From an optimization exercise on the open Yosys and OpenROAD flow, aimed at small area, a short achievable clock period and few clock cycles; shortcuts taken in it are not production practice.
Where RTL was checked, it was by simulation tests only, not by an equivalence proof against the original.
Only the layout flow was run in runs 2, 3 and 5 to 8; the RTL was not checked for function there.
Power and IR drop assume default switching activity.

`flow/constraint.sdc`:
```
create_clock -name core_clock -period 4.8 [get_ports {clk}]
set_input_delay 0.9600 -clock core_clock [delete_from_list [all_inputs] [get_ports {clk}]]
set_output_delay 0.9600 -clock core_clock [all_outputs]
set_load 0.01 [all_outputs]
```
`flow/design.v`:
```
package accum_pkg;
    localparam int MAX_W = 40;
    typedef enum logic [1:0] {ST_IDLE, ST_ACCUM, ST_HOLD} accum_state_e;
    typedef struct packed {
        logic             ovf;
        logic [MAX_W-1:0] val;
    } sat_res_t;
    function automatic sat_res_t sat_add(input logic [MAX_W-1:0] acc, input logic [MAX_W-1:0] inc,
                                         input logic [5:0] w, input logic sat);
        logic [MAX_W:0]   sum;
        logic [MAX_W-1:0] mask;
        sat_res_t         r;
        sum   = {1'b0, acc} + {1'b0, inc};
        mask  = (MAX_W'(1) << w) - MAX_W'(1);
        r.ovf = sum[w];
        r.val = sum[w] ? (sat ? mask : sum[MAX_W-1:0] & mask) : sum[MAX_W-1:0];
        sat_add = r;
    endfunction
endpackage
module accum_lane
#(
    parameter int IN_W     = 17,
    parameter int ACC_W    = 24,
    parameter bit SATURATE = 1'b1
) (
    input  logic             clk,
    input  logic             reset_n,
    input  logic             clr_i,
    input  logic             en_i,
    input  logic [IN_W-1:0]  in_i,
    output logic [ACC_W-1:0] acc_o,
    output logic             ovf_o
);
    logic [ACC_W-1:0] acc_q, acc_d;
    logic             ovf_q, ovf_d;
    accum_pkg::sat_res_t         r;
    logic             unused_hi;
    always_comb begin
        r     = accum_pkg::sat_add(accum_pkg::MAX_W'(acc_q), accum_pkg::MAX_W'(in_i), 6'(ACC_W), SATURATE);
        acc_d = clr_i ? '0 : en_i ? r.val[ACC_W-1:0] : acc_q;
        ovf_d = clr_i ? 1'b0 : ovf_q | (en_i & r.ovf);
    end
    assign unused_hi = ^r.val[accum_pkg::MAX_W-1:ACC_W];
    always_ff @(posedge clk or negedge reset_n) begin
        if (!reset_n) begin
            acc_q <= '0;
            ovf_q <= 1'b0;
        end else begin
            acc_q <= acc_d;
            ovf_q <= ovf_d;
        end
    end
    assign acc_o = acc_q;
    assign ovf_o = ovf_q;
endmodule
module accum_bank_ctl
#(
    parameter int NUM_CH   = 32,
    parameter int IN_W     = 17,
    parameter int ACC_W    = 24,
    parameter int CNT_W    = 8,
    parameter bit SATURATE = 1'b1
) (
    input  logic                    clk,
    input  logic                    reset_n,
    input  logic                    start,
    input  logic [CNT_W-1:0]        len,
    input  logic                    in_valid,
    output logic                    in_ready,
    input  logic [NUM_CH*IN_W-1:0]  accum_i,
    output logic                    out_valid,
    input  logic                    out_ready,
    output logic [NUM_CH*ACC_W-1:0] result,
    output logic [NUM_CH-1:0]       ovf,
    output logic                    busy
);
    accum_pkg::accum_state_e     state_q, state_d;
    logic [CNT_W-1:0] cnt_q, cnt_d, len_q, len_d;
    logic             go, beat, last;
    always_comb begin
        go      = start & ((state_q == accum_pkg::ST_IDLE) | ((state_q == accum_pkg::ST_HOLD) & out_ready));
        beat    = in_valid & (state_q == accum_pkg::ST_ACCUM);
        last    = beat & (cnt_q == len_q - CNT_W'(1));
        cnt_d   = go ? '0 : beat ? cnt_q + CNT_W'(1) : cnt_q;
        len_d   = go ? len : len_q;
        state_d = state_q;
        if (go)
            state_d = (|len) ? accum_pkg::ST_ACCUM : accum_pkg::ST_HOLD;
        else if (last)
            state_d = accum_pkg::ST_HOLD;
        else if ((state_q == accum_pkg::ST_HOLD) & out_ready)
            state_d = accum_pkg::ST_IDLE;
    end
    always_ff @(posedge clk or negedge reset_n) begin
        if (!reset_n) begin
            state_q <= accum_pkg::ST_IDLE;
            cnt_q   <= '0;
            len_q   <= '0;
        end else begin
            state_q <= state_d;
            cnt_q   <= cnt_d;
            len_q   <= len_d;
        end
    end
    for (genvar i = 0; i < NUM_CH; i++) begin : g_lane
        accum_lane #(.IN_W(IN_W), .ACC_W(ACC_W), .SATURATE(SATURATE)) u_lane (
            .clk    (clk),
            .reset_n(reset_n),
            .clr_i  (go),
            .en_i   (beat),
            .in_i   (accum_i[i*IN_W +: IN_W]),
            .acc_o  (result[i*ACC_W +: ACC_W]),
            .ovf_o  (ovf[i])
        );
    end
    assign in_ready  = state_q == accum_pkg::ST_ACCUM;
    assign out_valid = state_q == accum_pkg::ST_HOLD;
    assign busy      = state_q != accum_pkg::ST_IDLE;
endmodule
```
`flow/config.mk`:
```
export PLATFORM = sky130hd
export DESIGN_NAME = accum_bank_ctl
export DESIGN_NICKNAME = accum_bank_ctl
export VERILOG_FILES = /design/flow/design.v
export SDC_FILE = /design/flow/constraint.sdc
export NUM_CORES = 4
export LEC_CHECK = 0
export CAP_MARGIN = 20
export CORE_MARGIN = 2
export CORE_UTILIZATION = 40
export SETUP_SLACK_MARGIN = 2.0
export SLEW_MARGIN = 20
```
`flow/run.sh`:
```
#!/bin/bash
# synth_recipe.tcl (not shown) runs the flow's synth.tcl, then flattens the netlist and writes it again
# the make line also repeats each setting of config.mk as NAME=value (left out here)
make -C /OpenROAD-flow-scripts/flow DESIGN_CONFIG=/design/flow/config.mk WORK_HOME=/design/flow/orfs CLKGATE_MAP_FILE= SYNTH_SCRIPT=/design/flow/synth_recipe.tcl finish
```
==> flow_summary.toml, run 1 <==
[power_and_ir_drop]
power_mw = 60.6
pwr-share-comb_pct = 65.0
power_frac_clock_pct = 13.3
p_switching_mw = 27.5
power.density_nw_per_um2 = 675
intPower_mw = 33.1
power_leakage_nw = 41.3
seq_power_share_pct = 21.6
p_sw_share_pct = 45.3
peakVddDrop_v = 0.000645

[drt]
ant_nets = 0
routed-via-count = 61900
dr.pass1.iters = 6
wl_um = 296000
drt_iter0_markers = 4203
vias_per_cell = 6.09
route.detailed.drc = 0
detail_route.wl_per_cell_um = 29.1

[finish]
fin_nets = 9246
final_cell_mix = "883 x clkdlybuf4s50_1, 764 x dfrtp_1, 517 x nand2_1, 370 x buf_4, 333 x dlygate4sd2_1"
multi_input_area_um2 = 44000
fill_cells = 12500
regArea_um2 = 20500
drive_above_1_share_pct = 22.3
syn_to_final_growth_pct = 52.8
final_common_cell = "clkdlybuf4s50_1"
final_core_util_pct = 61.5

[timing]
finalWorstPathRequiredPeriod_ns = 3.20
fin_tns_setup_ns = 0
hold_violations = 0
clock_skew_ns = 0.0330
period_share_pct = 66.7
slew_violations = 0
worstMarginPinSlew_ns = 0.954
whs_ns = 0.317
rsz0062_at_grt = "true"
relSlewSlack_pct = 36.4
max_freq_mhz = 312
setup_violations = 0

[floorplan]
fp.dieW_um = 387
die_h_um = 387
coreArea_um2 = 146000
num_rows = 140
ios = 1360
fp.dieArea_um2 = 150000
initial_core_util_pct = 40.3

[worst_hold_path]
worstHoldPathType = "in -> async"

[worst_setup_path]
path_max_fanout = 5
worst_ep_arrival_time_ns = 3.78
reg2reg_slack_ns = 1.62
end_kind = "register"
start_kind = "primary input"
required_ns = 5.38
crit_type = "in -> reg"

[synthesis]
synthArstFlopShare_pct = 100
synth.largest_area_cell = "dfrtp_1"
synth_ff_type = "dfrtp_1"
yosys_warnings = 2
syn_area_um2 = 58700
yosysUniqueCellTypes = 86
syn-num-nets = 7511
synthCells = 6376
ys_seq_elements = 818
synth-edff-count = 0
synth_top_area_share_pct = 34.9
ys_seq_area_share_pct = 34.9
synth.avg_cell_area_um2 = 9.20
synth.area.top_cells = "dfrtp_1 35%, ha_1 12%, a221o_1 4.6%, nand2_1 4.2%, a21oi_1 3.9%"

[grt]
overflow = 0
grt.total_usage_pct = 37.2
grt_max_degree = 150
grt_pass1_vias = 59100
antenna_found_initial = 98
grt_pass1_wl_um = 417000

[status]
status = "complete, no violations"

[placed_design]
numPortBuffers = 1359
globalplace.congestion = 0.987
dp_hpwl_um = 215000

[clock_tree]
cts_root_buf = "clkbuf_16"
cts_sinks = 818
clock_path_buffers = 3
clk_latency_ns = 0.73
cts_inserted_buffers = 105
cts_tree = "yes"
holdBufCountCts = 0
htree_levels = 3
clk_pin_slew_worst_paths_ns = 0.06

[run]
maxCapViolCount = 0
## cells in the mapped netlist (23+ instances only)
library cell and number:
dfrtp_1 818, nand2_1 651, ha_1 546, a21oi_1 463
o21ai_0 392, nor2_1 300, a21o_1 281, a221o_1 269
xnor2_1 249, clkbuf_1 228, xor2_1 211, nand3_1 206
a22oi_1 168, inv_1 131, o211ai_1 113, nor3_1 100
a31oi_1 97, o21a_1 84, and3_1 81, o21bai_1 75
nand4_1 67, nand2b_1 63, a211oi_1 58, nor2b_1 48
o311ai_0 43, or3_1 41, a211o_1 32, buf_4 32
fa_1 32, and4_1 28, nor4_1 28, and2_1 27
o31ai_1 24, a41oi_1 23, mux2i_1 23
## repair_timing
| action | 4_1_cts | 5_1_grt |
|---|---|---|
| endpoints found under the setup margin | 1093 | 809 |
| endpoints found under the hold margin | 0 | 0 |
| pin swaps | 355 | 365 |
| gates resized for setup | 1019 | 637 |
| buffers inserted | 272 | 157 |
| gates cloned | 49 | 17 |
## final cells by class
cell class | instances | area share [%]
Tap cell | 1917 | 2.67
Clock inverter | 36 | 0.352
Antenna cell | 51 | 0.142
Inverter | 131 | 0.548
Timing Repair Buffer | 1886 | 20.8
Clock buffer | 154 | 3.47
Sequential cell | 818 | 22.9
Multi-Input combinational cell | 5169 | 49.1
## power by group through the flow
stage / sequential [mW] / combinational, mW / clock (mW)
after floorplan: 13.0 / 20.1 / 0
after global placement: 12.8 / 32.9 / 0
final: 13.1 / 39.4 / 8.08
after detailed placement: 12.8 / 33.2 / 0
after global routing: 13.4 / 42.2 / 8.43
after CTS: 12.9 / 36.4 / 8.18
## metrics by stage
step                worst slack [ns]  cells  instance area, um2
global route                    1.55  10100               89600
finish                          1.60  10200               89700
global placement               0.244   9425               76400
CTS                             1.45   9937               85400
floorplan                       1.05   6376               61400
detailed placement             0.236   9426               76400
## kinds of logic (layout without fill, tap and decap cells)
kind of cell / Yosys count / count (layout) / share of synthesized area (%)
compound gates: 2340 / 2345 / 28.0
simple gates: 1716 / 1751 / 13.9
flops: 818 / 818 / 34.9
fa+ha+maj: 578 / 578 / 12.7
xor+xnor: 460 / 460 / 6.87
buf+inv: 429 / 2207 / 3.01
mux: 35 / 35 / 0.623
other cells: 0 / 51 / 0
## flip-flops by register name (all words and copies together) (netlist names)
register,cells
len_q,8
g_lane.u_lane.ovf_q,32
g_lane.u_lane.acc_q,768
cnt_q,8
state_q,2
## worst paths after layout
check | start | endpoint | cells after the start
worst max-delay path | accum_i[530] | g_lane[31].u_lane.acc_q[0] | 11
worst min-delay path | reset_n | g_lane[6].u_lane.acc_q[1] | 1
worst max register to register | g_lane[31].u_lane.acc_q[0] | g_lane[31].u_lane.acc_q[0] | 11
worst min register to register | g_lane[0].u_lane.ovf_q | g_lane[0].u_lane.ovf_q | 2
max in group asynchronous | reset_n | g_lane[16].u_lane.acc_q[1] | 3
min in group core_clock | g_lane[0].u_lane.ovf_q | g_lane[0].u_lane.ovf_q | 2
## critical path, cell delays in order
cell and delay, ns:
clkdlybuf4s50_1 0.42, ha_1 0.38, nand3_1 0.12, o21bai_1 0.09
or4b_4 0.50, a41o_1 0.22, a311o_1 0.32, a21oi_2 0.21
nor2b_4 0.09, and4_4 0.22, a221o_1 0.27
## per-layer routing
metal,track usage [%],wire (um),up-vias
li1,-,-,27900
met1,42.8,110000,30700
met2,59.2,135000,2371
met3,12.0,26300,792
met4,25.1,24300,58
met5,0,386,-
Testbench counts, summed over its fixed seeds: cycles 17,155.
==> run 2, diff against run 1 <==
==> flow/design.v (replaced) <==
package accum_pkg;
    localparam int LO_W = 17;    
endpackage
module accum_lane
#(
    parameter int IN_W  = 17,
    parameter int ACC_W = 24
) (
    input  logic             clk,
    input  logic             clr_i,    
    input  logic             en_i,     
    input  logic [IN_W-1:0]  in_i,
    output logic [ACC_W-1:0] acc_o,
    output logic             ovf_o
);
    logic [ACC_W-1:0] acc_q, acc_m, acc_s;
    logic             c_s, ovf_q, sat;
    always_comb begin
        acc_m        = acc_q & {ACC_W{~clr_i}};
        {c_s, acc_s} = {1'b0, acc_m} + {{(ACC_W-IN_W+1){1'b0}}, in_i & {IN_W{en_i}}};
        sat          = (ovf_q & ~clr_i) | c_s;
    end
    always_ff @(posedge clk) begin
        acc_q <= acc_s | {ACC_W{sat}};
        ovf_q <= sat;
    end
    assign acc_o = acc_q;
    assign ovf_o = ovf_q;
endmodule
module accum_bank_ctl
#(
    parameter int NUM_CH   = 32,
    parameter int IN_W     = 17,
    parameter int ACC_W    = 24,
    parameter int CNT_W    = 8
) (
    input  logic                    clk,
    input  logic                    reset_n,
    input  logic                    start,
    input  logic [CNT_W-1:0]        len,
    input  logic                    in_valid,
    output logic                    in_ready,
    input  logic [NUM_CH*IN_W-1:0]  accum_i,
    output logic                    out_valid,
    input  logic                    out_ready,
    output logic [NUM_CH*ACC_W-1:0] result,
    output logic [NUM_CH-1:0]       ovf,
    output logic                    busy
);
    logic             busy_q, rdy_q, vld_q, settle_q, clr_q;
    logic [CNT_W-1:0] cnt_q;
    logic             go, beat, last;
    assign go   = start & (~busy_q | (vld_q & out_ready));
    assign beat = in_valid & rdy_q;
    assign last = beat & (cnt_q == CNT_W'(1));
    always_ff @(posedge clk or negedge reset_n) begin
        if (!reset_n) begin
            busy_q   <= 1'b0;
            rdy_q    <= 1'b0;
            vld_q    <= 1'b0;
            settle_q <= 1'b0;
            clr_q    <= 1'b0;
            cnt_q    <= '0;
        end else begin
            clr_q    <= go;
            settle_q <= go & ~|len;
            if (go) begin
                busy_q <= 1'b1;
                rdy_q  <= |len;
                vld_q  <= 1'b0;
                cnt_q  <= len;
            end else begin
                if (beat) cnt_q <= cnt_q - CNT_W'(1);
                if (last) rdy_q <= 1'b0;
                if (settle_q | last) vld_q <= 1'b1;
                if (vld_q & out_ready) begin
                    vld_q  <= 1'b0;
                    busy_q <= 1'b0;
                end
            end
        end
    end
    for (genvar i = 0; i < NUM_CH; i++) begin : g_lane
        accum_lane #(.IN_W(IN_W), .ACC_W(ACC_W)) u_lane (
            .clk    (clk),
            .clr_i  (clr_q),
            .en_i   (beat),
            .in_i   (accum_i[i*IN_W +: IN_W]),
            .acc_o  (result[i*ACC_W +: ACC_W]),
            .ovf_o  (ovf[i])
        );
    end
    assign in_ready  = rdy_q;
    assign out_valid = vld_q;
    assign busy      = busy_q;
endmodule
==> run 2 against run 1 <==
Register-to-register slack got worse by 0.40 ns. Sequential power is 5% lower. Via count is 1.6% higher. Worst setup slack worse by 0.38 ns. Highest routed layer unchanged. Hold slack improved by 0.21 ns. Clock skew decreased by 0.0083 ns. Flip-flop and latch count fell by 5. Die area is 2.1% lower. Still clean. Combinational power is 16% higher. Critical path depth increased by 6. Synthesized cell count grew 11%.
==> flow_summary.toml, run 2 <==
[status]
status = "complete, no violations"

[synthesis]
synth-edff-count = 0
synthArstFlopShare_pct = 1.60
post-synth-top-count-cell = "nand2_1"
synth_ff_type = "dfxtp_1"
synthCells = 7076
syn-num-nets = 8211
yosysUniqueCellTypes = 99
synth.area.top_cells = "dfxtp_1 28%, ha_1 12%, nor2b_1 7.0%, and3_1 6.7%, nand2_1 5.3%"
synth.avg_cell_area_um2 = 8.11
synth_common_cells = "814 x nand2_1, 800 x dfxtp_1, 643 x nor2b_1"
synth_top_area_share_pct = 27.9
ys_seq_elements = 813
ys_seq_area_share_pct = 28.5
syn_area_um2 = 57400
yosys_warnings = 2
synth.largest_area_cell = "dfxtp_1"

[finish]
drive_above_1_share_pct = 26.9
regMostFlops = "g_lane.u_lane.acc_q"
largest_reg_flops = 768
final_cell_mix = "1220 x clkdlybuf4s50_1, 791 x dfxtp_1, 601 x nor2b_1, 496 x and3_1, 454 x nand2_1"
final_core_util_pct = 65.7
fin_nets = 10200
reg_top3 = "g_lane.u_lane.acc_q x768, g_lane.u_lane.ovf_q x32, cnt_q x8"
final_common_cell = "clkdlybuf4s50_1"
syn_to_final_growth_pct = 63.7

[worst_hold_path]
worstHoldPathType = "reg -> reg"

[power_and_ir_drop]
intPower_mw = 37.3
seq_power_share_pct = 18.6
power_frac_clock_pct = 12.9
p_switching_mw = 29.3
power.density_nw_per_um2 = 708
p_sw_share_pct = 44.1
pwr-share-comb_pct = 68.6
power_leakage_nw = 41.8
peakVddDrop_v = 0.000403

[clock_tree]
cts_tree = "yes"
htree_levels = 3
cts_sinks = 813
cts_root_buf = "clkbuf_16"
clk_latency_ns = 0.73
clk_pin_slew_worst_paths_ns = 0.06
clock_path_buffers = 3
cts_inserted_buffers = 107

[timing]
rsz0062_at_grt = "true"
worstMarginPinSlew_ns = 1.27
max_freq_mhz = 279
period_share_pct = 74.6
hold_violations = 0
relSlewSlack_pct = 14.7
setup_violations = 0
finalWorstPathRequiredPeriod_ns = 3.58
clock_skew_ns = 0.0247
slew_violations = 0
fin_tns_setup_ns = 0

[grt]
overflow = 0
grt.total_usage_pct = 37.4
grt_max_degree = 53
grt_pass1_vias = 60000
antenna_found_initial = 84
grt_pass1_wl_um = 408000

[floorplan]
fp.dieArea_um2 = 147000
initial_core_util_pct = 40.2
num_rows = 139
fp.dieW_um = 383
die_h_um = 383
ios = 1360
coreArea_um2 = 143000

[run]
maxCapViolCount = 0

[worst_setup_path]
slowest_delay_ns = 0.53
start_kind = "register"
required_ns = 5.39
worst_ep_arrival_time_ns = 4.17
cpMaxStageDelayCell = "dfrtp_4"
worstPathCellList = "buf_12 -> buf_16 -> buf_12 -> buf_8 -> buf_6 -> buf_6 -> and3_4 -> ha_4 -> and3_4 -> a221o_1 -> o311ai_4 -> a31oi_4 -> nand3_2 -> a21boi_4 -> buf_6 -> buf_12 -> o21ai_1"
crit_type = "reg -> reg"
cp.buffers_inverters = 8
crit_family = "compound AO/OA/AOI/OAI gates"
end_kind = "register"
reg2reg_slack_ns = 1.22
path_max_fanout = 8

[drt]
wl_um = 298000
route.detailed.drc = 0
detail_route.wl_per_cell_um = 26.9
routed-via-count = 62900
vias_per_cell = 5.68
dr.pass1.iters = 6
ant_nets = 0
drt_iter0_markers = 4463

[placed_design]
numPortBuffers = 1359
globalplace.congestion = 0.996
dp_hpwl_um = 211000
[run 2: cell count changes in the layout (fill, tap and decap cells not counted), moves of 108 or more]
cell	previous run	this run
nor2b_1	42	601
dfxtp_1	0	791
a22oi_1	167	0
and3_1	75	496
clkdlybuf4s50_1	883	1220
dlygate4sd2_1	333	124
a221o_1	269	4
nand2_2	100	325
dfrtp_1	764	11
and3_4	10	118
[run 2: metal layers]
layer / global-route usage, % / routed length, um / vias to the layer above
met2: 59.2 / 133000 / 2524
met5: 0 / 299 / -
met3: 11.0 / 26300 / 813
li1: - / - / 29100
met4: 28.7 / 26700 / 46
met1: 42.5 / 112000 / 30400
[run 2: worst paths after layout]
check	start	endpoint	cells past startpoint
min	g_lane[26].u_lane.acc_q[22]	g_lane[26].u_lane.acc_q[22]	1
max	rdy_q	g_lane[26].u_lane.acc_q[14]	17
max reg2reg	rdy_q	g_lane[26].u_lane.acc_q[14]	17
min in group asynchronous	reset_n	settle_q	1
min reg2reg	g_lane[26].u_lane.acc_q[22]	g_lane[26].u_lane.acc_q[22]	1
max in group asynchronous	reset_n	rdy_q	1
[run 2: area by class of cell]
cell class / instances / area [um2]
fillers: 11900 / 49000
multi-input cells: 5767 / 47300
repair buffers: 2166 / 23500
flip-flops and latches: 813 / 16400
clock buffers: 170 / 3370
well taps: 1903 / 2380
inverters: 178 / 683
clock inverters: 30 / 307
diodes: 41 / 103
[run 2: stage by stage]
step	setup slack, ns	hold slack [ns]	std cells	power, mW	instance area (um2)
finish	1.22	0.524	11100	66.6	94000
global route	1.16	0.546	11100	70.2	94000
CTS	1.28	0.522	10800	61.3	87800
detailed placement	0.211	0.511	10100	47.0	74700
global placement	0.219	0.500	10100	46.8	74700
floorplan	0.844	0.470	7076	33.5	59700
[run 2: logic make-up (layout without fill, tap and decap cells)]
logic type / Yosys count / count (layout) / synth area share (%)
XOR/XNOR: 589 / 589 / 8.98
AO/OA/AOI/OAI: 1572 / 1572 / 18.0
flip-flops: 813 / 813 / 28.5
adder cells (fa/ha/maj): 578 / 578 / 13.0
buffers and inverters: 514 / 2544 / 3.72
multiplexers: 15 / 15 / 0.264
AND/OR/NAND/NOR: 2995 / 3013 / 27.5
other: 0 / 41 / 0
[run 2: worst register-to-register path: cells and delay by family, from the launching register on]
family	cells	cell delay [ns]
AOI/OAI and AO/OA	5	1.15
adders and majority gates	1	0.25
buffers and inverters	8	1.08
DFF	1	0.53
and+or+nand+nor	3	0.43
[run 2: repair_timing]
item                                    4_1_cts  5_1_grt
buffers inserted                            375      204
gates resized for setup                    1124      911
pin swaps                                   375      343
endpoints found under the setup margin      937      810
hold buffers                                  0        0
cloned                                       92       27
[run 2: power by group through the flow]
stage               clock network (mW)  logic (mW)  registers, mW
CTS                               8.65        40.3           12.3
finish                            8.57        45.6           12.4
detailed placement                   0        34.6           12.4
global route                      8.93        48.7           12.6
floorplan                            0        20.6           12.9
global placement                     0        34.3           12.4
==> run 3, diff against run 2 <==
--- a/flow/design.v
+++ b/flow/design.v
@@ -15,14 +15,23 @@
 );
-    logic [ACC_W-1:0] acc_q, acc_m, acc_s;
-    logic             c_s, ovf_q, sat;
+    localparam int HI_W = ACC_W - IN_W;
+    logic [IN_W-1:0] lo_q, lo_m, lo_s;
+    logic [HI_W-1:0] hi_q, hi_m, hi_s;
+    logic            c_q, c_m, c_s, hc, ovf_q, ovf_m, sat;
     always_comb begin
-        acc_m        = acc_q & {ACC_W{~clr_i}};
-        {c_s, acc_s} = {1'b0, acc_m} + {{(ACC_W-IN_W+1){1'b0}}, in_i & {IN_W{en_i}}};
-        sat          = (ovf_q & ~clr_i) | c_s;
+        lo_m       = lo_q & {IN_W{~clr_i}};
+        hi_m       = hi_q & {HI_W{~clr_i}};
+        c_m        = c_q & ~clr_i;
+        ovf_m      = ovf_q & ~clr_i;
+        {c_s, lo_s} = {1'b0, lo_m} + {1'b0, in_i};
+        if (!en_i) {c_s, lo_s} = {1'b0, lo_m};
+        {hc, hi_s}  = {1'b0, hi_m} + {{HI_W{1'b0}}, c_m};
+        sat        = ovf_m | hc;
     end
     always_ff @(posedge clk) begin
-        acc_q <= acc_s | {ACC_W{sat}};
+        lo_q  <= lo_s | {IN_W{sat}};
+        hi_q  <= hi_s | {HI_W{sat}};
+        c_q   <= c_s;
         ovf_q <= sat;
     end
-    assign acc_o = acc_q;
+    assign acc_o = {hi_q, lo_q};
     assign ovf_o = ovf_q;
@@ -65,3 +74,3 @@
             clr_q    <= go;
-            settle_q <= go & ~|len;
+            settle_q <= go ? ~|len : last;
             if (go) begin
@@ -74,3 +83,3 @@
                 if (last) rdy_q <= 1'b0;
-                if (settle_q | last) vld_q <= 1'b1;
+                if (settle_q) vld_q <= 1'b1;
                 if (vld_q & out_ready) begin
--- a/flow/config.mk
+++ b/flow/config.mk
@@ -10,3 +10,3 @@
 export CORE_UTILIZATION = 40
-export SETUP_SLACK_MARGIN = 2.0
+export SETUP_SLACK_MARGIN = 0
 export SLEW_MARGIN = 20
==> run 3 against run 2 <==
Still clean on timing, DRC and antenna. Hold slack worse by 0.055 ns. Clock power is 3.9% higher. Utilization is 12 points lower. Largest power group unchanged.
==> flow_summary.toml, run 3 <==
[synthesis]
synth_top_area_share_pct = 28.6
synth-edff-count = 0
ys_seq_elements = 845
synthArstFlopShare_pct = 1.54
synth.area.top_cells = "dfxtp_1 29%, ha_1 13%, nor2b_1 7.8%, nand2_1 5.0%, a21oi_1 4.6%"
ys_seq_area_share_pct = 29.1
synth.largest_area_cell = "dfxtp_1"
synth.avg_cell_area_um2 = 8.14
synthCells = 7169
yosys_warnings = 2
syn-num-nets = 8368
post-synth-top-count-cell = "dfxtp_1"
synth_ff_type = "dfxtp_1"
synth_common_cells = "832 x dfxtp_1, 771 x nand2_1, 729 x nor2b_1"
yosysUniqueCellTypes = 93
syn_area_um2 = 58300

[timing]
fin_tns_setup_ns = 0
setup_violations = 0
clock_skew_ns = 0.0438
worstMarginPinSlew_ns = 0.807
rsz0062_at_grt = "false"
whs_ns = 0.468
relSlewSlack_pct = 46.2
finalWorstPathRequiredPeriod_ns = 3.98
slew_violations = 0
max_freq_mhz = 251
hold_violations = 0
period_share_pct = 82.8

[worst_setup_path]
crit_type = "reg -> reg"
crit_family = "compound AO/OA/AOI/OAI gates"
crit_cells = 13
r2r_start = "clr_q"
crit_path_end = "g_lane[10].u_lane.lo_q[15]"
r2r-end = "g_lane[10].u_lane.lo_q[15]"
rr_worst_depth = 13
path_max_fanout = 26
start_kind = "register"
slowest_delay_ns = 0.87
worst_ep_arrival_time_ns = 4.58
reg2reg_slack_ns = 0.82
worstPathCellList = "buf_4 -> buf_4 -> nand2b_1 -> inv_1 -> ha_1 -> a211oi_1 -> o211ai_1 -> a21oi_1 -> o21ai_1 -> nor3_1 -> o31a_1 -> xnor2_1 -> o211ai_1"
cp.buffers_inverters = 3
end_kind = "register"
cpMaxStageDelayCell = "dfrtp_4"
crit_path_start = "clr_q"
required_ns = 5.41

[floorplan]
fp.dieArea_um2 = 149000
num_rows = 140
initial_core_util_pct = 40.2
coreArea_um2 = 145000
fp.dieW_um = 386
die_h_um = 386
ios = 1360

[drt]
route.detailed.drc = 0
detail_route.wl_per_cell_um = 25.1
drt_iter0_markers = 3583
routed-via-count = 57600
wl_um = 262000
ant_nets = 0
vias_per_cell = 5.52
dr.pass1.iters = 5

[clock_tree]
cts_inserted_buffers = 110
cts_sinks = 845
cts_root_buf = "clkbuf_16"
clk_latency_ns = 0.75
clock_path_buffers = 3
clk_pin_slew_worst_paths_ns = 0.06
cts_setup_buffers = 0
cts_tree = "yes"
post_cts_resized = 0
holdBufCountCts = 0
htree_levels = 3

[grt]
grt_pass1_wl_um = 373000
grt.total_usage_pct = 33.7
overflow = 0
grt_max_degree = 139
antenna_found_initial = 107
grt_pass1_vias = 54900

[finish]
largest_reg_flops = 544
final_area_um2 = 77700
fill_cells = 13600
final_common_cell = "clkdlybuf4s50_1"
syn_to_final_growth_pct = 33.3
regMostFlops = "g_lane.u_lane.lo_q"
final_cell_mix = "1359 x clkdlybuf4s50_1, 832 x dfxtp_1, 770 x nand2_1, 729 x nor2b_1, 610 x ha_1"
regArea_um2 = 17000
fin_nets = 9581
multi_input_area_um2 = 39000
drive_above_1_share_pct = 4.01
reg_top3 = "g_lane.u_lane.lo_q x544, g_lane.u_lane.hi_q x224"

[power_and_ir_drop]
power.density_nw_per_um2 = 724
peakVddDrop_v = 0.000374
power_mw = 56.3
power_leakage_nw = 33.0

[run]
maxCapViolCount = 0

[placed_design]
dp_hpwl_um = 213000
place_area_um2 = 73800
globalplace.congestion = 0.994
numPortBuffers = 1359

[worst_hold_path]
hold-path-cell-count = 2
worstHoldPathType = "reg -> reg"

[status]
status = "complete, no violations"
run 3: changes by cell type after synthesis, sizes merged, moves of 43 or more:
cell / previous run / this run
mux2i: 14 / 57
o211ai: 62 / 307
nor3: 132 / 74
nor2b: 643 / 729
o21ai: 380 / 455
xor2: 258 / 211
a21oi: 374 / 539
nand2b: 105 / 181
nand3: 121 / 225
nand2: 814 / 771
xnor2: 331 / 236
ha: 546 / 610
and3: 618 / 31
inv: 177 / 257
run 3: worst min-delay path, stage by stage (launching register included):
cell	delay (ns)
dfxtp_1	0.32
inv_1	0.05
a21oi_1	0.05
run 3: worst min path at each step:
stage,startpoint,endpoint,slack (ns)
2_1_floorplan,g_lane[0].u_lane.ovf_q,g_lane[0].u_lane.hi_q[6],0.44
6_report,g_lane[21].u_lane.ovf_q,g_lane[21].u_lane.hi_q[6],0.47
3_5_place_dp,g_lane[16].u_lane.ovf_q,g_lane[16].u_lane.hi_q[6],0.46
4_1_cts,g_lane[21].u_lane.ovf_q,g_lane[21].u_lane.hi_q[6],0.47
3_3_place_gp,g_lane[2].u_lane.ovf_q,g_lane[2].u_lane.hi_q[6],0.45
5_1_grt,g_lane[21].u_lane.ovf_q,g_lane[21].u_lane.hi_q[6],0.49
run 3: metal layers:
layer / wire, um / share of wire, % / global-route usage [%]
met2: 116000 / 44 / 52.5
met5: 534 / 0.20 / 0
met1: 101000 / 39 / 38.5
met4: 20200 / 7.7 / 22.8
met3: 24300 / 9.3 / 12.1
run 3: layout make-up:
cell class	count	area share (%)
diodes	45	0.145
clock buffers	160	4.20
clock inverters	47	0.736
inverters	257	1.24
multi-input cells	5732	50.1
flip-flops and latches	845	21.9
well taps	1917	3.09
repair buffers	1436	18.6
run 3: report_power, final:
part / leakage (nW) / internal, mW / switching, mW / total, mW
sequential: 7.08 / 10.1 / 2.05 / 12.1
clock: 1.90 / 5.34 / 3.56 / 8.90
combinational: 24.0 / 16.1 / 19.1 / 35.3
run 3: logic make-up (layout without fill, tap and decap cells):
kind of cell               Yosys count  in the layout  synth area share [%]
muxes                               60             60                  1.04
AOI/OAI and AO/OA                 2041           2041                  22.7
adders and majority gates          642            642                  14.2
other                                0             45                     0
and+or+nand+nor                   2542           2542                  22.2
xor gates and xnor gates           447            447                  6.71
buffers and inverters              592           1900                  4.08
DFF                                845            845                  29.1
run 3: per-stage QoR:
| step | instances | utilization, % | setup slack [ns] |
|---|---|---|---|
| 6_report | 10400 | 53.5 | 0.824 |
| 5_1_grt | 10400 | 53.5 | 0.545 |
| 4_1_cts | 10400 | 53.4 | 0.778 |
| 3_5_place_dp | 10200 | 50.8 | 0.742 |
| 3_3_place_gp | 10200 | 50.8 | 0.788 |
| 2_1_floorplan | 7169 | - | 1.14 |
==> run 4, diff against run 3 <==
--- a/flow/design.v
+++ b/flow/design.v
@@ -24,4 +24,3 @@
         ovf_m      = ovf_q & ~clr_i;
-        {c_s, lo_s} = {1'b0, lo_m} + {1'b0, in_i};
-        if (!en_i) {c_s, lo_s} = {1'b0, lo_m};
+        {c_s, lo_s} = {1'b0, lo_m} + {1'b0, in_i & {IN_W{en_i}}};
         {hc, hi_s}  = {1'b0, hi_m} + {{HI_W{1'b0}}, c_m};
--- a/flow/config.mk
+++ b/flow/config.mk
@@ -10,3 +10,3 @@
 export CORE_UTILIZATION = 40
-export SETUP_SLACK_MARGIN = 0
+export SETUP_SLACK_MARGIN = 2.0
 export SLEW_MARGIN = 20
==> run 4 against run 3 <==
Sequential power rose by 4%. First-iteration DRC count rose by 16%. Count of clock-buffer cells in the layout fell by 8. Wire length rose by 10%. Cell count rose by 2.8%. Hold slack got worse by 0.0020 ns. Die area fell by 2.4%. Synthesized area fell by 2.4%. Combinational power rose by 16%. Sequential share of layout area fell by 3.3 points. Critical path type unchanged. Largest power group unchanged.
==> flow_summary.toml, run 4 <==
[drt]
detail_route.wl_per_cell_um = 26.9
dr.pass1.iters = 5
wl_um = 288000
vias_per_cell = 5.58
routed-via-count = 59900
route.detailed.drc = 0
drt_iter0_markers = 4145
ant_nets = 0

[synthesis]
synth_common_cells = "832 x dfxtp_1, 717 x nor2b_1, 679 x nand2_1"
synth.avg_cell_area_um2 = 8.29
synth-compound-area-share_pct = 16.8
yosys.area_share.simple_pct = 26.7
synth_ff_type = "dfxtp_1"
synthArstFlopShare_pct = 1.54
synth.largest_area_cell = "dfxtp_1"
synth_top_family_by_area = "simple AND/OR/NAND/NOR gates"
yosysUniqueCellTypes = 91
syn_area_um2 = 56900
ys_seq_elements = 845
synth.area.top_cells = "dfxtp_1 29%, ha_1 13%, nor2b_1 7.9%, and3_1 6.4%, nand2_1 4.5%"
synthCells = 6866
synthAdderAreaFrac_pct = 14.5
post-synth-top-count-cell = "dfxtp_1"
synth_top_area_share_pct = 29.3
synth-edff-count = 0
yosys_warnings = 2
syn-num-nets = 8065
synth_xor_area_share_pct = 7.51
ys_seq_area_share_pct = 29.8
synth.mux.area_fraction_pct = 0.246

[worst_hold_path]
worstHoldPathType = "reg -> reg"

[finish]
reg_top3 = "g_lane.u_lane.lo_q x544, g_lane.u_lane.hi_q x224"
fill_cells = 11500
syn_to_final_growth_pct = 61.2
fin_nets = 9913
final_cell_mix = "1252 x clkdlybuf4s50_1, 823 x dfxtp_1, 637 x nand2_1, 559 x nor2b_1, 478 x and3_1"
largest_reg_flops = 544
regArea_um2 = 17000
final_area_um2 = 91700
multi_input_area_um2 = 46100
regMostFlops = "g_lane.u_lane.lo_q"
drive_above_1_share_pct = 25.4
fin_cells = 10700
final_common_cell = "clkdlybuf4s50_1"

[worst_setup_path]
required_ns = 5.46
end_kind = "register"
slowest_delay_ns = 0.56
worstPathCellList = "buf_6 -> and2_4 -> buf_12 -> clkbuf_16 -> buf_12 -> buf_6 -> nand2_4 -> inv_4 -> ha_4 -> a21o_1 -> a21oi_2 -> o21ai_2 -> and3_1 -> o41ai_2 -> nand2_1 -> and3_1 -> o21ai_1"
crit_family = "compound AO/OA/AOI/OAI gates"
start_kind = "register"
path_max_fanout = 6
worst_ep_arrival_time_ns = 3.89
cpMaxStageDelayCell = "dfrtp_4"
crit_type = "reg -> reg"
cp.buffers_inverters = 6

[clock_tree]
cts_root_buf = "clkbuf_16"
cts_sinks = 845
clk_pin_slew_worst_paths_ns = 0.06
holdBufCountCts = 0
cts_tree = "yes"
cts_inserted_buffers = 109
htree_levels = 3
clk_latency_ns = 0.73
clock_path_buffers = 3

[floorplan]
fp.dieW_um = 381
fp.dieArea_um2 = 145000
ios = 1360
num_rows = 138
die_h_um = 381
initial_core_util_pct = 40.2
coreArea_um2 = 141000

[power_and_ir_drop]
intPower_mw = 36.2
power_leakage_nw = 41.6
p_sw_share_pct = 42.1
seq_power_share_pct = 20.2
power.density_nw_per_um2 = 682
p_switching_mw = 26.3
power_mw = 62.5
peakVddDrop_v = 0.000376
pwr-share-comb_pct = 65.2
power_frac_clock_pct = 14.6

[placed_design]
globalplace.congestion = 0.977
dp_hpwl_um = 207000
place_inst = 9899
numPortBuffers = 1359
place_area_um2 = 74800

[timing]
finalWorstPathRequiredPeriod_ns = 3.23
whs_ns = 0.466
setup_violations = 0
clock_skew_ns = 0.0331
rsz0062_at_grt = "true"
period_share_pct = 67.4
fin_tns_setup_ns = 0
hold_violations = 0
slew_violations = 0
max_freq_mhz = 309
worstMarginPinSlew_ns = 0.650
relSlewSlack_pct = 56.5

[grt]
grt_pass1_wl_um = 387000
grt_max_degree = 86
antenna_found_initial = 93
overflow = 0
grt_pass1_vias = 56000
grt.total_usage_pct = 35.9

[status]
status = "complete, no violations"

[run]
maxCapViolCount = 0
run 4: cell types whose count changed in the layout (fill, tap and decap cells not counted), sizes merged, moves of 97 or more:
cell	delta
buf	+549
and3	+547
dlygate4sd2	+97
nor2	-159
o211ai	-279
clkdlybuf4s50	-107
run 4: repair_timing:
action                     in CTS  in global routing
setup buffers                 231                278
pin swaps                     232                692
cloned                         37                 48
resized for setup             685                988
setup endpoints to repair     841                568
run 4: area by class of cell:
cell class | count | share of cell area [%]
Antenna cell | 42 | 0.115
Timing Repair Buffer | 2017 | 23.2
Inverter | 266 | 1.15
Clock buffer | 152 | 3.50
Clock inverter | 49 | 0.765
Sequential cell | 845 | 18.5
Tap cell | 1890 | 2.58
Multi-Input combinational cell | 5475 | 50.2
run 4: metal layers:
layer / share of wire [%] / vias to the layer above / track usage [%]
li1: - / 27800 / -
met1: 37 / 28800 / 40.2
met2: 45 / 2236 / 57.4
met3: 8.6 / 932 / 11.6
met4: 9.1 / 72 / 25.8
met5: 0.16 / - / 0
run 4: power by group through the flow:
| stage | sequential [mW] | combinational (mW) | clock (mW) |
|---|---|---|---|
| floorplan | 13.4 | 18.7 | 0 |
| global placement | 12.6 | 32.5 | 0 |
| detailed placement | 12.6 | 32.6 | 0 |
| CTS | 12.5 | 35.8 | 9.23 |
| global route | 13.0 | 43.5 | 9.51 |
| finish | 12.6 | 40.8 | 9.13 |
run 4: cell families (layout without fill, tap and decap cells):
group,after synthesis,count (layout)
AOI/OAI and AO/OA,1509,1509
xor gates and xnor gates,488,488
adders and majority gates,642,642
buffers and inverters,580,2484
DFF,845,845
muxes,14,14
other,0,42
and+or+nand+nor,2788,2822
run 4: final timing paths:
check	startpoint	slack [ns]	to	cells after the start
max in group asynchronous	reset_n	3.69	clr_q	1
min reg2reg	g_lane[24].u_lane.ovf_q	0.47	g_lane[24].u_lane.hi_q[6]	2
max reg2reg	rdy_q	1.57	g_lane[1].u_lane.lo_q[15]	17
min in group asynchronous	reset_n	0.63	rdy_q	1
max	rdy_q	1.57	g_lane[1].u_lane.lo_q[15]	17
min	g_lane[24].u_lane.ovf_q	0.47	g_lane[24].u_lane.hi_q[6]	2
run 4: stage by stage:
stage                     utilization, %  worst slack (ns)
final                               64.9              1.57
after global routing                64.9              1.47
after CTS                           59.4              1.64
after detailed placement            52.9             0.737
after global placement              52.9             0.738
after floorplan                        -              1.47
run 4: worst register-to-register path, stage by stage, from the launching register on:
cell and delay [ns]:
dfrtp_4 0.56, buf_6 0.17, and2_4 0.18, buf_12 0.14, clkbuf_16 0.15, buf_12 0.13
buf_6 0.11, nand2_4 0.07, inv_4 0.04, ha_4 0.22, a21o_1 0.19, a21oi_2 0.20
o21ai_2 0.10, and3_1 0.20, o41ai_2 0.23, nand2_1 0.13, and3_1 0.21, o21ai_1 0.12
Testbench counts of run 4, summed over its fixed seeds: cycles 17,539.
==> run 5, diff against run 4 <==
--- a/flow/design.v
+++ b/flow/design.v
@@ -16,14 +16,31 @@
     localparam int HI_W = ACC_W - IN_W;
-    logic [IN_W-1:0] lo_q, lo_m, lo_s;
+    localparam int LV   = $clog2(IN_W);
+    logic [IN_W-1:0] lo_q, lo_m, lo_s, b;
     logic [HI_W-1:0] hi_q, hi_m, hi_s;
     logic            c_q, c_m, c_s, hc, ovf_q, ovf_m, sat;
-    always_comb begin
-        lo_m       = lo_q & {IN_W{~clr_i}};
-        hi_m       = hi_q & {HI_W{~clr_i}};
-        c_m        = c_q & ~clr_i;
-        ovf_m      = ovf_q & ~clr_i;
-        {c_s, lo_s} = {1'b0, lo_m} + {1'b0, in_i & {IN_W{en_i}}};
-        {hc, hi_s}  = {1'b0, hi_m} + {{HI_W{1'b0}}, c_m};
-        sat        = ovf_m | hc;
+    logic [IN_W-1:0] gg [LV+1];
+    logic [IN_W-1:0] pp [LV+1];
+    assign lo_m  = lo_q & {IN_W{~clr_i}};
+    assign hi_m  = hi_q & {HI_W{~clr_i}};
+    assign c_m   = c_q & ~clr_i;
+    assign ovf_m = ovf_q & ~clr_i;
+    assign b     = in_i & {IN_W{en_i}};
+    assign gg[0] = lo_m & b;
+    assign pp[0] = lo_m ^ b;
+    for (genvar l = 1; l <= LV; l++) begin : g_lvl
+        for (genvar i = 0; i < IN_W; i++) begin : g_bit
+            if ((i >> (l - 1)) % 2 == 1) begin : g_op
+                localparam int J = ((i >> (l - 1)) << (l - 1)) - 1;
+                assign gg[l][i] = gg[l-1][i] | (pp[l-1][i] & gg[l-1][J]);
+                assign pp[l][i] = pp[l-1][i] & pp[l-1][J];
+            end else begin : g_pass
+                assign gg[l][i] = gg[l-1][i];
+                assign pp[l][i] = pp[l-1][i];
+            end
+        end
     end
+    assign lo_s = pp[0] ^ {gg[LV][IN_W-2:0], 1'b0};
+    assign c_s  = gg[LV][IN_W-1];
+    assign {hc, hi_s} = {1'b0, hi_m} + {{HI_W{1'b0}}, c_m};
+    assign sat        = ovf_m | hc;
     always_ff @(posedge clk) begin
==> run 5 against run 4 <==
The flow now stops in 3_2_place_iop. Synthesized area is 6.2% lower. Synthesized cell count decreased by 12%.
==> flow_summary.toml, run 5 <==
[synthesis]
synthArstFlopShare_pct = 1.54
syn_area_um2 = 53400
synth_ff_type = "dfxtp_1"
synthCells = 6070
yosys.area_share.simple_pct = 26.9
synth.largest_area_cell = "dfxtp_1"
synth.area.top_cells = "dfxtp_1 31%, ha_1 13%, nor2b_1 7.5%, fa_1 6.0%, and3_1 5.7%"
yosys_warnings = 4
ys_seq_elements = 845
synth_xor_area_share_pct = 5.96
synth_common_cells = "832 x dfxtp_1, 651 x nand2_1, 643 x nor2b_1"
syn-num-nets = 7333
synth.mux.area_fraction_pct = 0.284
synth_top_area_share_pct = 31.2
synth_top_family_by_area = "simple AND/OR/NAND/NOR gates"
synthAdderAreaFrac_pct = 18.8
post-synth-top-count-cell = "dfxtp_1"
synth-edff-count = 0
synth.avg_cell_area_um2 = 8.80
yosysUniqueCellTypes = 61
synth-compound-area-share_pct = 12.0
ys_seq_area_share_pct = 31.8

[status]
tool.error = "[ERROR PPL-0024] Number of IO pins (1360) exceeds maximum number of available positions (1336). Increase the die perimeter from 1477.32um to 1849.60um."
lastStage = "3_2_place_iop"
status = "aborted with a tool error"

[floorplan]
die_h_um = 369
initial_core_util_pct = 40.2
num_rows = 134
fp.dieW_um = 369
run 5: cell types whose count changed after synthesis, moves of 67 or more:
cell,previous run,this run
a21o_1,204,118
nor3_1,43,110
and3_1,578,484
nor2b_1,717,643
fa_1,32,160
a31oi_1,85,7
xnor2_1,259,167
a21oi_1,447,319
o21ai_0,345,151
run 5: kinds of logic after synthesis:
group,after synthesis
adders and majority gates,706
muxes,15
and+or+nand+nor,2650
DFF,845
xor gates and xnor gates,363
buffers and inverters,526
AOI/OAI and AO/OA,965
==> run 6, diff against run 5 <==
--- a/flow/config.mk
+++ b/flow/config.mk
@@ -10,3 +10,3 @@
 export CORE_UTILIZATION = 40
-export SETUP_SLACK_MARGIN = 2.0
+export SETUP_SLACK_MARGIN = 1.0
 export SLEW_MARGIN = 20
==> run 6 against run 5 <==
The run again fails in 3_2_place_iop. Synthesized cell count unchanged. Synthesized area did not move.
==> flow_summary.toml, run 6 <==
[synthesis]
synth.avg_cell_area_um2 = 8.80
synth-edff-count = 0
synthArstFlopShare_pct = 1.54
synthCells = 6070
yosys_warnings = 4
syn-num-nets = 7333
synth.area.top_cells = "dfxtp_1 31%, ha_1 13%, nor2b_1 7.5%, fa_1 6.0%, and3_1 5.7%"
post-synth-top-count-cell = "dfxtp_1"
ys_seq_area_share_pct = 31.8
synth.largest_area_cell = "dfxtp_1"
ys_seq_elements = 845
syn_area_um2 = 53400
synth_common_cells = "832 x dfxtp_1, 651 x nand2_1, 643 x nor2b_1"
yosysUniqueCellTypes = 61
synth_ff_type = "dfxtp_1"
synth_top_area_share_pct = 31.2

[floorplan]
die_h_um = 369
num_rows = 134
fp.dieW_um = 369
initial_core_util_pct = 40.2

[status]
tool.error = "[ERROR PPL-0024] Number of IO pins (1360) exceeds maximum number of available positions (1336). Increase the die perimeter from 1477.32um to 1849.60um."
lastStage = "3_2_place_iop"
status = "aborted with a tool error"
run 6: cell counts after synthesis:
No cell type changed its count.
run 6: logic make-up after synthesis:
logic type / count (synthesis) / synth area share [%]
xor gates and xnor gates: 363 / 5.96
DFF: 845 / 31.8
buffers and inverters: 526 / 4.25
muxes: 15 / 0.284
adders and majority gates: 706 / 18.8
AOI/OAI and AO/OA: 965 / 12.0
and+or+nand+nor: 2650 / 26.9
==> run 7, diff against run 6 <==
--- a/flow/config.mk
+++ b/flow/config.mk
@@ -8,4 +8,4 @@
 export CAP_MARGIN = 20
-export CORE_MARGIN = 2
-export CORE_UTILIZATION = 40
+export CORE_AREA = 4 4 466 466
+export DIE_AREA = 0 0 470 470
 export SETUP_SLACK_MARGIN = 1.0
==> run 7 against run 6 <==
Now clean on timing, DRC and antenna. Synthesized area unchanged. Synthesized cell count stayed put.
==> flow_summary.toml, run 7 <==
[timing]
setup_violations = 0
rsz0062_at_grt = "true"
finalWorstPathRequiredPeriod_ns = 3.70
whs_ns = 0.469
relSlewSlack_pct = 41.8
period_share_pct = 77.1
worstMarginPinSlew_ns = 0.874
fin_ws_ns = 1.10
max_freq_mhz = 270
hold_violations = 0
fin_tns_setup_ns = 0
slew_violations = 0
clock_skew_ns = 0.0369

[placed_design]
post-place-ws_ns = 0.475
numPortBuffers = 1359
place_inst = 10000
globalplace.congestion = 0.950
dp_hpwl_um = 196000

[drt]
wl_met2_um = 106000
wl_met3_um = 22800
ant_nets = 0
dr.pass1.iters = 6
top_layer = "met5"
routed-via-count = 49300
vias_per_cell = 4.80
detail_route.wl_per_cell_um = 23.3
met1_length_um = 98600
wl_um = 239000
drt_iter0_markers = 3194
route.detailed.drc = 0

[synthesis]
synth.mux.area_fraction_pct = 0.284
ys_seq_area_share_pct = 31.8
synth.largest_area_cell = "dfxtp_1"
yosys_warnings = 4
synth_top_area_share_pct = 31.2
synth_xor_area_share_pct = 5.96
synth.avg_cell_area_um2 = 8.80
post-synth-top-count-cell = "dfxtp_1"
synth.area.top_cells = "dfxtp_1 31%, ha_1 13%, nor2b_1 7.5%, fa_1 6.0%, and3_1 5.7%"
synth-edff-count = 0
synthAdderAreaFrac_pct = 18.8
synth-compound-area-share_pct = 12.0
synthCells = 6070
synth_top_family_by_area = "simple AND/OR/NAND/NOR gates"
yosys.area_share.simple_pct = 26.9
syn-num-nets = 7333
syn_area_um2 = 53400
synth_ff_type = "dfxtp_1"
synth_common_cells = "832 x dfxtp_1, 651 x nand2_1, 643 x nor2b_1"
ys_seq_elements = 845
synthArstFlopShare_pct = 1.54
yosysUniqueCellTypes = 61

[power_and_ir_drop]
power_leakage_nw = 34.3
intPower_mw = 29.2
pwr-share-comb_pct = 57.2
peakVddDrop_v = 0.000350
power.density_nw_per_um2 = 673
power_mw = 49.7
seq_power_share_pct = 26.4
p_sw_share_pct = 41.2
p_switching_mw = 20.5
power_frac_clock_pct = 16.4

[clock_tree]
clock_path_buffers = 3
cts_root_buf = "clkbuf_16"
clk_latency_ns = 0.74
cts_inserted_buffers = 105
cts_sinks = 845
clk_pin_slew_worst_paths_ns = 0.06
cts_tree = "yes"
htree_levels = 3

[worst_setup_path]
end_kind = "register"
path_max_fanout = 80
worst_ep_arrival_time_ns = 4.35
start_kind = "register"
required_ns = 5.45
crit_type = "reg -> reg"

[finish]
drive_above_1_share_pct = 5.79
reg_top3 = "g_lane.u_lane.lo_q x544, g_lane.u_lane.hi_q x224"
regMostFlops = "g_lane.u_lane.lo_q"
fill_cells = 21700
largest_reg_flops = 544
final_cell_mix = "1358 x clkdlybuf4s50_1, 832 x dfxtp_1, 651 x nand2_1, 643 x nor2b_1, 546 x ha_1"
syn_to_final_growth_pct = 38.3
final_common_cell = "clkdlybuf4s50_1"
fin_nets = 8596
fin_cells = 10300

[grt]
grt.total_usage_pct = 20.7
grt_pass1_wl_um = 342000
antenna_found_initial = 60
grt_max_degree = 82
overflow = 0
grt_pass1_vias = 48700

[status]
status = "complete, no violations"

[floorplan]
initial_core_util_pct = 25.1
coreArea_um2 = 212000
fp.dieW_um = 470
ios = 1360
fp.dieArea_um2 = 221000
num_rows = 169
die_h_um = 470

[worst_hold_path]
worstHoldPathType = "reg -> reg"

[run]
maxCapViolCount = 0
run 7: worst max-delay path, cell delays in order, from the launching register on:
cell,delay (ns)
dfrtp_4,0.60
buf_12,0.23
and3_2,0.37
ha_1,0.25
fa_1,0.52
a211o_1,0.32
nand3_1,0.14
and2_1,0.15
o21ai_0,0.18
a21oi_1,0.23
fa_1,0.43
nand2_1,0.07
run 7: final cells by class:
type | instances | area, um2 | share of cell area, %
multi-input cells | 4699 | 34300 | 46.4
flip-flops and latches | 845 | 17000 | 23.0
repair buffers | 1458 | 14600 | 19.8
well taps | 2821 | 3530 | 4.78
clock buffers | 159 | 3170 | 4.30
inverters | 224 | 841 | 1.14
clock inverters | 29 | 319 | 0.432
diodes | 30 | 75.1 | 0.102
run 7: cells by family after synthesis:
kind of cell             Yosys count
multiplexers                      15
adder cells (fa/ha/maj)          706
buffers and inverters            526
AND/OR/NAND/NOR                 2650
AO/OA/AOI/OAI                    965
flip-flops                       845
XOR/XNOR                         363
run 7: power by group through the flow:
stage | Combinational [mW] | Clock [mW] | Sequential [mW]
floorplan | 14.5 | 0 | 13.8
global placement | 27.9 | 0 | 13.2
global route | 31.2 | 8.68 | 13.5
detailed placement | 28.1 | 0 | 13.2
CTS | 28.4 | 8.42 | 13.1
finish | 28.4 | 8.18 | 13.1
run 7: routing by layer:
metal	GRT usage, %	up-vias
met4	8.85	42
li1	-	23400
met1	25.1	23700
met5	0	-
met3	7.48	369
met2	32.9	1720
run 7: worst paths after layout:
check,startpoint,end,slack (ns),depth (start not counted)
max in group asynchronous,reset_n,clr_q,3.76,1
setup / recovery,rdy_q,g_lane[27].u_lane.lo_q[16],1.10,11
hold reg to reg,g_lane[27].u_lane.ovf_q,g_lane[27].u_lane.hi_q[6],0.47,2
hold / removal,g_lane[27].u_lane.ovf_q,g_lane[27].u_lane.hi_q[6],0.47,2
setup reg to reg,rdy_q,g_lane[27].u_lane.lo_q[16],1.10,11
min in group asynchronous,reset_n,busy_q,0.60,1
run 7: per-stage QoR:
stage	area, um2	utilization (%)
finish	73800	34.8
global route	73800	34.8
CTS	73600	34.7
detailed placement	70000	33.0
global placement	70000	33.0
floorplan	53400	-
run 7: repair_timing:
action | CTS | global route
gates cloned | 0 | 0
buffers inserted | 6 | 1
endpoints found under the setup margin | 12 | 37
pin swaps | 0 | 3
hold buffers | 0 | 0
gates resized for setup | 2 | 32
==> run 8, diff against run 7 <==
--- a/flow/config.mk
+++ b/flow/config.mk
@@ -10,3 +10,3 @@
 export DIE_AREA = 0 0 470 470
-export SETUP_SLACK_MARGIN = 1.0
+export SETUP_SLACK_MARGIN = 2.0
 export SLEW_MARGIN = 20
==> run 8 against run 7 <==
Still clean on timing, DRC and antenna. Synthesized area unchanged. Largest power group unchanged. Global-route usage up 1.9 points. First-iteration DRC count increased by 12%. Maximum frequency up 6.9%. Sequential power hardly changed. Cell count increased by 4.7%.
==> flow_summary.toml, run 8 <==
[status]
status = "complete, no violations"

[run]
maxCapViolCount = 0

[finish]
final_common_cell = "clkdlybuf4s50_1"
final_cell_mix = "1093 x clkdlybuf4s50_1, 787 x dfxtp_1, 628 x nor2b_1, 581 x nand2_1, 393 x and3_1"
reg_top3 = "g_lane.u_lane.lo_q x544, g_lane.u_lane.hi_q x224"
syn_to_final_growth_pct = 61.2
fin_nets = 9068
largest_reg_flops = 544
drive_above_1_share_pct = 24.7
regMostFlops = "g_lane.u_lane.lo_q"

[floorplan]
coreArea_um2 = 212000
fp.dieArea_um2 = 221000
num_rows = 169
fp.dieW_um = 470
initial_core_util_pct = 25.1
die_h_um = 470
ios = 1360

[synthesis]
ys_seq_area_share_pct = 31.8
synth.area.top_cells = "dfxtp_1 31%, ha_1 13%, nor2b_1 7.5%, fa_1 6.0%, and3_1 5.7%"
synth_top_area_share_pct = 31.2
synth-edff-count = 0
syn_area_um2 = 53400
synth_common_cells = "832 x dfxtp_1, 651 x nand2_1, 643 x nor2b_1"
synthArstFlopShare_pct = 1.54
yosysUniqueCellTypes = 61
synth.largest_area_cell = "dfxtp_1"
synth.avg_cell_area_um2 = 8.80
post-synth-top-count-cell = "dfxtp_1"
synthCells = 6070
syn-num-nets = 7333
ys_seq_elements = 845
yosys_warnings = 4
synth_ff_type = "dfxtp_1"

[power_and_ir_drop]
power_leakage_nw = 38.8
peakVddDrop_v = 0.000320
power.density_nw_per_um2 = 672
power_mw = 57.8

[clock_tree]
holdBufCountCts = 0
clock_path_buffers = 3
cts_inserted_buffers = 107
clk_pin_slew_worst_paths_ns = 0.06
cts_tree = "yes"
clk_latency_ns = 0.77
cts_sinks = 845
cts_root_buf = "clkbuf_16"
htree_levels = 3

[timing]
fin_ws_ns = 1.34
period_share_pct = 72.1
worstMarginPinSlew_ns = 0.668
rsz0062_at_grt = "true"
fin_tns_setup_ns = 0
relSlewSlack_pct = 55.7
clock_skew_ns = 0.0614
slew_violations = 0
max_freq_mhz = 289
hold_violations = 0
finalWorstPathRequiredPeriod_ns = 3.46
setup_violations = 0

[worst_setup_path]
start_kind = "register"
r2r-end = "g_lane[29].u_lane.lo_q[8]"
rr_worst_depth = 14
r2r_start = "rdy_q"
crit_type = "reg -> reg"
crit_path_start = "rdy_q"
reg2reg_slack_ns = 1.34
required_ns = 5.51
crit_path_end = "g_lane[29].u_lane.lo_q[8]"
path_max_fanout = 6
worst_ep_arrival_time_ns = 4.17
end_kind = "register"

[drt]
ant_nets = 0
routed-via-count = 53400
drt_iter0_markers = 3582
wl_um = 272000
vias_per_cell = 4.96
dr.pass1.iters = 5
route.detailed.drc = 0
detail_route.wl_per_cell_um = 25.3

[grt]
antenna_found_initial = 82
grt_pass1_wl_um = 372000
grt_max_degree = 71
overflow = 0
grt.total_usage_pct = 22.6
grt_pass1_vias = 52800

[placed_design]
numPortBuffers = 1359
globalplace.congestion = 0.951
post-place-ws_ns = 0.594
dp_hpwl_um = 194000

[worst_hold_path]
worstHoldPathType = "reg -> reg"
==> run 8: cell counts after synthesis <==
Identical to the previous run, type by type.
==> run 8: area by class of cell <==
class / count / area, um2
Sequential cell: 845 / 17100
Multi-Input combinational cell: 4715 / 41000
Inverter: 224 / 868
Tap cell: 2821 / 3530
Clock buffer: 159 / 3190
Clock inverter: 40 / 492
Fill cell: 20600 / 126000
Antenna cell: 36 / 90.1
Timing Repair Buffer: 1912 / 19800
==> run 8: routing by layer <==
layer | part of all wire, % | wire length, um | GRT usage [%] | vias to the layer above
li1 | - | - | - | 24400
met1 | 39 | 106000 | 26.2 | 26000
met2 | 45 | 122000 | 36.3 | 2240
met3 | 8.7 | 23500 | 7.01 | 678
met4 | 7.4 | 20100 | 14.1 | 56
met5 | 0.13 | 356 | 0 | -
==> run 8: power by group <==
group / total, mW / internal (mW) / switching, mW
Combinational: 36.0 / 18.1 / 17.9
Sequential: 13.2 / 10.6 / 2.60
Clock: 8.63 / 5.03 / 3.60
==> run 8: how the worst min path moves through the flow <==
| stage | start | endpoint | slack [ns] | cells past startpoint |
|---|---|---|---|---|
| after floorplan | g_lane[23].u_lane.ovf_q | g_lane[23].u_lane.hi_q[6] | 0.44 | 2 |
| after global placement | g_lane[27].u_lane.ovf_q | g_lane[27].u_lane.hi_q[6] | 0.46 | 2 |
| after detailed placement | g_lane[27].u_lane.ovf_q | g_lane[27].u_lane.hi_q[6] | 0.46 | 2 |
| after CTS | g_lane[20].u_lane.ovf_q | g_lane[20].u_lane.hi_q[6] | 0.47 | 2 |
| after global routing | g_lane[4].u_lane.ovf_q | g_lane[4].u_lane.hi_q[6] | 0.49 | 2 |
| final | g_lane[20].u_lane.ovf_q | g_lane[20].u_lane.hi_q[6] | 0.46 | 2 |
==> run 8: cells by family after synthesis <==
family / count (synthesis) / synth area share, %
AOI/OAI and AO/OA: 965 / 12.0
xor gates and xnor gates: 363 / 5.96
muxes: 15 / 0.284
adders and majority gates: 706 / 18.8
DFF: 845 / 31.8
buffers and inverters: 526 / 4.25
and+or+nand+nor: 2650 / 26.9
==> run 8: worst max-delay path, stage by stage (launching register included) <==
cell and delay [ns]:
dfrtp_4 0.53, buf_12 0.18, buf_12 0.15, buf_16 0.16
buf_12 0.15, and3_4 0.15, ha_4 0.15, fa_2 0.38
a211o_1 0.31, a21o_1 0.21, and2_4 0.15, o21a_1 0.19
nor2_2 0.13, fa_2 0.44, nand2_1 0.07
==> run 8: what timing repair did <==
action | CTS | global route
resized for setup | 1078 | 618
setup endpoints to repair | 890 | 541
cloned | 38 | 19
setup buffers | 267 | 170
hold endpoints to repair | 0 | 0
pin swaps | 386 | 434
==> run 8: stage by stage <==
stage / util [%] / cell area [um2] / cells / hold WS, ns
after global routing: 40.5 / 86000 / 10700 / 0.493
final: 40.5 / 86100 / 10800 / 0.460
after floorplan: - / 54500 / 6070 / 0.439
after detailed placement: 33.3 / 70800 / 10000 / 0.458
after CTS: 38.2 / 81100 / 10500 / 0.465
after global placement: 33.3 / 70800 / 10000 / 0.457

==> re-timing with driven ports <==
The flow's constraints put no driver on any port. The routed layouts listed below were extracted and timed again, unchanged, in two steps.
Step 1, drivers: a clkbuf_16 drives clk and a buf_2 each remaining input, both assumed.
Step 2 also shifts input and output timing later by t, the mid clock arrival at the registers, as if the neighbouring blocks saw the same clock.
Slacks: ideal ports / drivers / drivers and shift; pairs: ideal ports / drivers.
run	t, ns	setup WS [ns]	hold WS [ns]
run 1	0.805	1.598 / 1.615 / 0.859	0.317 / 0.280 / 0.473
run 2	0.810	1.220 / 1.220 / 0.552	0.524 / 0.524 / 0.524
run 3	0.819	0.824 / 0.824 / 0.678	0.468 / 0.468 / 0.468
run 4	0.805	1.566 / 1.566 / 0.824	0.466 / 0.466 / 0.466
run 7	0.820	1.100 / 1.100 / 0.451	0.469 / 0.469 / 0.469
run 8	0.826	1.340 / 1.340 / 0.639	0.460 / 0.460 / 0.460
After both steps every run listed still meets setup and hold. For run 4, which loses most, drivers alone change the setup slack by 0.000 ns; drivers and shift together by -0.742 ns.
